This design comes from an exercise in tuning for small area, a short achievable clock period and few clock cycles on the open sky130 flow, not from production work. The RTL was checked by simulation tests, not by an equivalence proof against the original design.

## before
==> flow/design.v <==
package sm3_pkg;
    localparam logic [31:0] TJ_LOW  = 32'h79cc4519;
    localparam logic [31:0] TJ_HIGH = 32'h7a879d8a;
    localparam logic [255:0] IV = {32'h7380166f, 32'h4914b2b9, 32'h172442d7, 32'hda8a0600,
                                   32'ha96f30bc, 32'h163138aa, 32'he38dee4d, 32'hb0fb0e4e};
    function automatic logic [31:0] rol(input logic [31:0] x, input logic [4:0] n);
        logic [63:0] d;
        d = {x, x} << n;
        rol = d[63:32];
    endfunction
    function automatic logic [31:0] p0(input logic [31:0] x);
        p0 = x ^ rol(x, 5'd9) ^ rol(x, 5'd17);
    endfunction
    function automatic logic [31:0] p1(input logic [31:0] x);
        p1 = x ^ rol(x, 5'd15) ^ rol(x, 5'd23);
    endfunction
    function automatic logic [31:0] maj(input logic [31:0] x, input logic [31:0] y,
                                        input logic [31:0] z);
        maj = (x & y) | (x & z) | (y & z);
    endfunction
endpackage
module sm3_hash_core (
    input  logic        i_clk,
    input  logic        i_rst_n,
    input  logic        i_in_valid,
    output logic        i_in_ready,
    input  logic [31:0] i_in_message_word,
    input  logic [2:0]  i_in_byte_count,
    input  logic        i_in_final_word,
    output logic        o_out_valid,
    input  logic        o_out_ready,
    output logic [31:0] o_out_digest_word,
    output logic        o_out_last_word
);
    localparam logic [1:0] P_IN = 2'd0, P_PAD = 2'd1, P_ZERO = 2'd2, P_LEN = 2'd3;
    logic [3:0]  r_ph;
    logic [31:0] r_w [16];
    logic [31:0] r_va, r_vb, r_vc, r_vd, r_ve, r_vf, r_vg, r_vh;
    logic [31:0] r_ca [4];
    logic [31:0] r_ce [4];
    logic [31:0] r_t;
    logic        r_run;
    logic [5:0]  r_j;
    logic        r_ff, r_fw;
    logic        r_cfirst, r_clast;
    logic [4:0]  r_fi;
    logic [3:0]  r_s0, r_ws;
    logic        r_pfirst, r_plast;
    logic        r_new;
    logic [1:0]  r_pst;
    logic        r_late;
    logic [58:0] r_wc;
    logic        r_inc;
    logic [1:0]  r_nb;
    logic [31:0] r_o;
    logic        r_ov, r_more;
    logic [2:0]  r_k;
    logic [31:0] a12, s1s, s1c, ss1, ss2, ff, gg, t1s, t1c, t1x, t1y, t2s, t2c, t2x, t2y;
    logic [31:0] tt1, tt2, wp, wn;
    always_comb begin
        a12 = sm3_pkg::rol(r_va, 5'd12);
        s1s = a12 ^ r_ve ^ r_t;
        s1c = {sm3_pkg::maj(a12, r_ve, r_t), 1'b0};
        ss1 = sm3_pkg::rol(s1s + s1c, 5'd7);
        ss2 = ss1 ^ a12;
        if (r_j[5:4] == 2'd0) begin
            ff = r_va ^ r_vb ^ r_vc;
            gg = r_ve ^ r_vf ^ r_vg;
        end else begin
            ff = sm3_pkg::maj(r_va, r_vb, r_vc);
            gg = (r_ve & r_vf) | (~r_ve & r_vg);
        end
        wp  = r_w[0] ^ r_w[4];
        t1s = ff ^ r_vd ^ wp;
        t1c = {sm3_pkg::maj(ff, r_vd, wp), 1'b0};
        t1x = (t1s ^ t1c ^ a12) ^ ss1;
        t1y[0] = 1'b0;
        for (int i = 0; i < 31; i++) begin
            t1y[i+1] = ss2[i] ? (t1s[i] | t1c[i]) : (t1s[i] & t1c[i]);
        end
        tt1 = t1x + t1y;
        t2s = gg ^ r_vh ^ r_w[0];
        t2c = {sm3_pkg::maj(gg, r_vh, r_w[0]), 1'b0};
        t2x = (t2s ^ t2c) ^ ss1;
        t2y[0] = 1'b0;
        for (int i = 0; i < 31; i++) begin
            t2y[i+1] = ss1[i] ? (t2s[i] | t2c[i]) : (t2s[i] & t2c[i]);
        end
        tt2 = t2x + t2y;
        wn  = sm3_pkg::p1(r_w[0] ^ r_w[7] ^ sm3_pkg::rol(r_w[13], 5'd15))
            ^ sm3_pkg::rol(r_w[3], 5'd7) ^ r_w[10];
    end
    logic [31:0] iva, ive, srca, srce, xa, xe, rina, rine, insa, inse;
    always_comb begin
        case (r_ph[1:0])
            2'd0: begin iva = sm3_pkg::rol(32'hda8a0600, 5'd23); ive = sm3_pkg::rol(32'hb0fb0e4e, 5'd13); end
            2'd1: begin iva = sm3_pkg::rol(32'h172442d7, 5'd23); ive = sm3_pkg::rol(32'he38dee4d, 5'd13); end
            2'd2: begin iva = 32'h4914b2b9; ive = 32'h163138aa; end
            default: begin iva = 32'h7380166f; ive = 32'ha96f30bc; end
        endcase
        srca = r_cfirst ? iva : r_ca[0];
        srce = r_cfirst ? ive : r_ce[0];
        xa   = srca ^ sm3_pkg::rol(r_vd, 5'd23);
        xe   = srce ^ sm3_pkg::rol(r_vh, 5'd13);
        rina = r_ff ? xa : r_ca[0];
        rine = r_ff ? xe : r_ce[0];
        if (r_fw) begin
            insa = sm3_pkg::rol(r_vd, 5'd23);
            inse = sm3_pkg::rol(r_vh, 5'd13);
        end else begin
            insa = r_pfirst ? iva : rina;
            inse = r_pfirst ? ive : rine;
        end
    end
    logic out_busy, last_rnd, ff_go, fw_go, start;
    logic win, slot_ok, can_wr, fill_wr, full;
    logic [31:0] in_word, fill_word;
    logic take, ld;
    logic [2:0] kn;
    logic [31:0] osel;
    always_comb begin
        out_busy = r_more | r_ov;
        last_rnd = r_run && (r_j == 6'd63);
        ff_go    = (last_rnd || (r_fw && r_ph[1:0] == 2'd3)) && !out_busy;
        fw_go    = last_rnd && out_busy;
        start    = !r_run && !r_fw && (r_ph + 4'd1 == r_s0)
                && (r_fi[4] || (r_fi[3:0] == 4'd15 && fill_wr));
        win      = !r_run || (r_j >= 6'd52);
        slot_ok  = (r_fi == 5'd0) ? (r_ph[1:0] == 2'd0) : (r_ph == r_ws);
        can_wr   = win && !r_fi[4] && slot_ok;
        fill_wr  = can_wr && ((r_pst != P_IN) || i_in_valid);
        full = !i_in_final_word || i_in_byte_count[2];
        if (full) begin
            in_word = i_in_message_word;
        end else begin
            case (i_in_byte_count[1:0])
                2'd0: in_word = 32'h80000000;
                2'd1: in_word = {i_in_message_word[31:24], 24'h800000};
                2'd2: in_word = {i_in_message_word[31:16], 16'h8000};
                default: in_word = {i_in_message_word[31:8], 8'h80};
            endcase
        end
        case (r_pst)
            P_IN:   fill_word = in_word;
            P_PAD:  fill_word = 32'h80000000;
            P_ZERO: fill_word = (r_fi[3:0] == 4'd14 && !r_late) ? r_wc[58:27] : 32'd0;
            default: fill_word = {r_wc[26:0], r_nb, 3'b000};
        endcase
        take = r_ov && o_out_ready;
        kn   = r_k + 3'd1;
        ld   = r_more && (!r_ov || take) && (r_ph[1:0] == ~kn[1:0]);
        case (kn[2:1])
            2'd0: osel = rina;
            2'd1: osel = sm3_pkg::rol(rina, 5'd9);
            2'd2: osel = rine;
            default: osel = sm3_pkg::rol(rine, 5'd19);
        endcase
    end
    assign i_in_ready        = can_wr && (r_pst == P_IN);
    assign o_out_valid       = r_ov;
    assign o_out_digest_word = r_o;
    assign o_out_last_word   = (r_k == 3'd7);
    always_ff @(posedge i_clk) begin
        for (int i = 0; i < 15; i++) begin
            r_w[i] <= r_w[i+1];
        end
        if (r_run && r_j < 6'd52) begin
            r_w[15] <= wn;
        end else if (fill_wr) begin
            r_w[15] <= fill_word;
        end else begin
            r_w[15] <= r_w[0];
        end
        r_va <= r_run ? tt1 : insa;
        r_vb <= r_va;
        r_vc <= sm3_pkg::rol(r_vb, 5'd9);
        r_vd <= r_vc;
        r_ve <= r_run ? sm3_pkg::p0(tt2) : inse;
        r_vf <= r_ve;
        r_vg <= sm3_pkg::rol(r_vf, 5'd19);
        r_vh <= r_vg;
        for (int i = 0; i < 3; i++) begin
            r_ca[i] <= r_ca[i+1];
            r_ce[i] <= r_ce[i+1];
        end
        r_ca[3] <= rina;
        r_ce[3] <= rine;
        if (!r_run) begin
            r_t <= sm3_pkg::TJ_LOW;
        end else if (r_j == 6'd15) begin
            r_t <= sm3_pkg::rol(sm3_pkg::TJ_HIGH, 5'd16);
        end else begin
            r_t <= sm3_pkg::rol(r_t, 5'd1);
        end
        r_j <= start ? 6'd0 : r_j + 6'd1;
        if (start) begin
            r_cfirst <= r_pfirst;
            r_clast  <= r_plast || (r_pst == P_LEN);
        end
        if (fill_wr) begin
            r_ws <= r_ph + 4'd1;
            if (r_fi == 5'd0) begin
                r_s0     <= r_ph;
                r_pfirst <= r_new;
                r_plast  <= 1'b0;
            end
            if (r_pst == P_LEN) begin
                r_plast <= 1'b1;
            end
            if (r_pst == P_IN && i_in_final_word) begin
                r_nb <= i_in_byte_count[2] ? 2'd0 : i_in_byte_count[1:0];
            end
        end
        if (ld) begin
            r_o <= osel;
        end
    end
    always_ff @(posedge i_clk) begin
        if (!i_rst_n) begin
            r_ph   <= 4'd0;
            r_run  <= 1'b0;
            r_ff   <= 1'b0;
            r_fw   <= 1'b0;
            r_fi   <= 5'd0;
            r_pst  <= P_IN;
            r_new  <= 1'b1;
            r_late <= 1'b0;
            r_wc   <= 59'd0;
            r_inc  <= 1'b0;
            r_ov   <= 1'b0;
            r_more <= 1'b0;
            r_k    <= 3'd0;
        end else begin
            r_ph <= r_ph + 4'd1;
            if (start) begin
                r_run <= 1'b1;
            end else if (last_rnd) begin
                r_run <= 1'b0;
            end
            if (ff_go) begin
                r_ff <= 1'b1;
            end else if (r_ph[1:0] == 2'd3) begin
                r_ff <= 1'b0;
            end
            if (fw_go) begin
                r_fw <= 1'b1;
            end else if (ff_go) begin
                r_fw <= 1'b0;
            end
            if (start) begin
                r_fi <= 5'd0;
            end else if (fill_wr) begin
                r_fi <= r_fi + 5'd1;
            end
            r_inc <= fill_wr && (r_pst == P_IN) && full;
            r_wc  <= r_wc + {58'd0, r_inc};
            if (fill_wr) begin
                case (r_pst)
                    P_IN: begin
                        r_new <= 1'b0;
                        if (i_in_final_word) begin
                            r_pst  <= i_in_byte_count[2] ? P_PAD : P_ZERO;
                            r_late <= (r_fi[3:0] == 4'd14);
                        end
                    end
                    P_PAD: begin
                        r_pst  <= P_ZERO;
                        r_late <= (r_fi[3:0] == 4'd14);
                    end
                    P_ZERO: begin
                        if (r_fi[3:0] == 4'd14 && !r_late) begin
                            r_pst <= P_LEN;
                        end
                        if (r_fi[3:0] == 4'd15) begin
                            r_late <= 1'b0;
                        end
                    end
                    default: begin
                        r_pst <= P_IN;
                        r_new <= 1'b1;
                        r_wc  <= 59'd0;
                        r_inc <= 1'b0;
                    end
                endcase
            end
            if (ff_go && r_clast) begin
                r_more <= 1'b1;
                r_k    <= 3'd7;
            end else if (ld) begin
                r_k  <= kn;
                r_ov <= 1'b1;
                if (kn == 3'd7) begin
                    r_more <= 1'b0;
                end
            end else if (take) begin
                r_ov <= 1'b0;
            end
        end
    end
endmodule
Settings: LEC_CHECK=0, CAP_MARGIN=20, CORE_MARGIN=2, CORE_UTILIZATION=55, SETUP_SLACK_MARGIN=5, SLEW_MARGIN=20; clock period 10.0 ns.
run.sh (not shown) runs the stock make flow with config.mk's settings and CLKGATE_MAP_FILE= SYNTH_SCRIPT=/design/flow/synth_recipe.tcl, a recipe that flattens the netlist after the stock synthesis.
Testbench counts of before, summed over its fixed seeds: cycles 40,696.
Setup changes, before to after
diff --git a/flow/design.v b/flow/design.v
--- a/flow/design.v
+++ b/flow/design.v
@@ -72,21 +72,15 @@
         end
         wp  = r_w[0] ^ r_w[4];
         t1s = ff ^ r_vd ^ wp;
         t1c = {sm3_pkg::maj(ff, r_vd, wp), 1'b0};
-        t1x = (t1s ^ t1c ^ a12) ^ ss1;
-        t1y[0] = 1'b0;
-        for (int i = 0; i < 31; i++) begin
-            t1y[i+1] = ss2[i] ? (t1s[i] | t1c[i]) : (t1s[i] & t1c[i]);
-        end
+        t1x = t1s ^ t1c ^ ss2;
+        t1y = {sm3_pkg::maj(t1s, t1c, ss2), 1'b0};
         tt1 = t1x + t1y;
         t2s = gg ^ r_vh ^ r_w[0];
         t2c = {sm3_pkg::maj(gg, r_vh, r_w[0]), 1'b0};
-        t2x = (t2s ^ t2c) ^ ss1;
-        t2y[0] = 1'b0;
-        for (int i = 0; i < 31; i++) begin
-            t2y[i+1] = ss1[i] ? (t2s[i] | t2c[i]) : (t2s[i] & t2c[i]);
-        end
+        t2x = t2s ^ t2c ^ ss1;
+        t2y = {sm3_pkg::maj(t2s, t2c, ss1), 1'b0};
         tt2 = t2x + t2y;
         wn  = sm3_pkg::p1(r_w[0] ^ r_w[7] ^ sm3_pkg::rol(r_w[13], 5'd15))
             ^ sm3_pkg::rol(r_w[3], 5'd7) ^ r_w[10];
     end
### Flow results
- after: done, clean on timing, DRC and antenna
- The peak clock frequency supported by timing of after was inferior to that of before.
- Going from before to after, slack of the critical path shrinks by 0.24 ns.
- Setup slack at placement: after < before
- Between before and after, the flow reports area of the placeable core decreasing by a few percent.
- before → after: multi-input gate area in the final layout now smaller; post-route standard cell area excluding fillers now smaller; count of TritonRoute iterations in the first routing pass now smaller; die area now smaller.
- after ended with less latest clock arrival within the worst-skew pair than before.
- Against before as the reference, after delivers a lower met3 usage.
- Relative to before, the fraction of area in multi-input gates of after is lower by 0.99 points.
- Transition at the pin with the smallest max-transition slack ended up 0.014 ns lower on after than on before.
- | routed wire length | after vs before | 5.1% lower |
- Looking at total track usage, after sits below before.
Testbench counts of after, summed over its fixed seeds: cycles 40,696.

[re-timing with driven ports]
How much do the figures lean on ideal ports? The routed layouts below were timed once more, with nothing changed but the port constraints.
Step 1 assumes that a clkbuf_16 drives the clock port and a buf_2 every other input.
Step 2 times the ports against the registers' clock, not the clock port: input delays grow and output delays shrink by t, the midpoint of the rising clock arrivals with the driver on.
Slacks: ideal / step 1 / step 2; pairs: ideal / step 1.
run | t (ns) | setup WS [ns] | worst setup path after step 2 | worst slew at a driven data input, ns | pins driven straight from the clock port
before | 0.790 | 4.155 / 4.155 / 4.155 | register to register | 0.04 | 1
after | 0.760 | 3.918 / 3.918 / 3.918 | register to register | 0.03 | 1
After both steps every run listed still meets setup and hold.
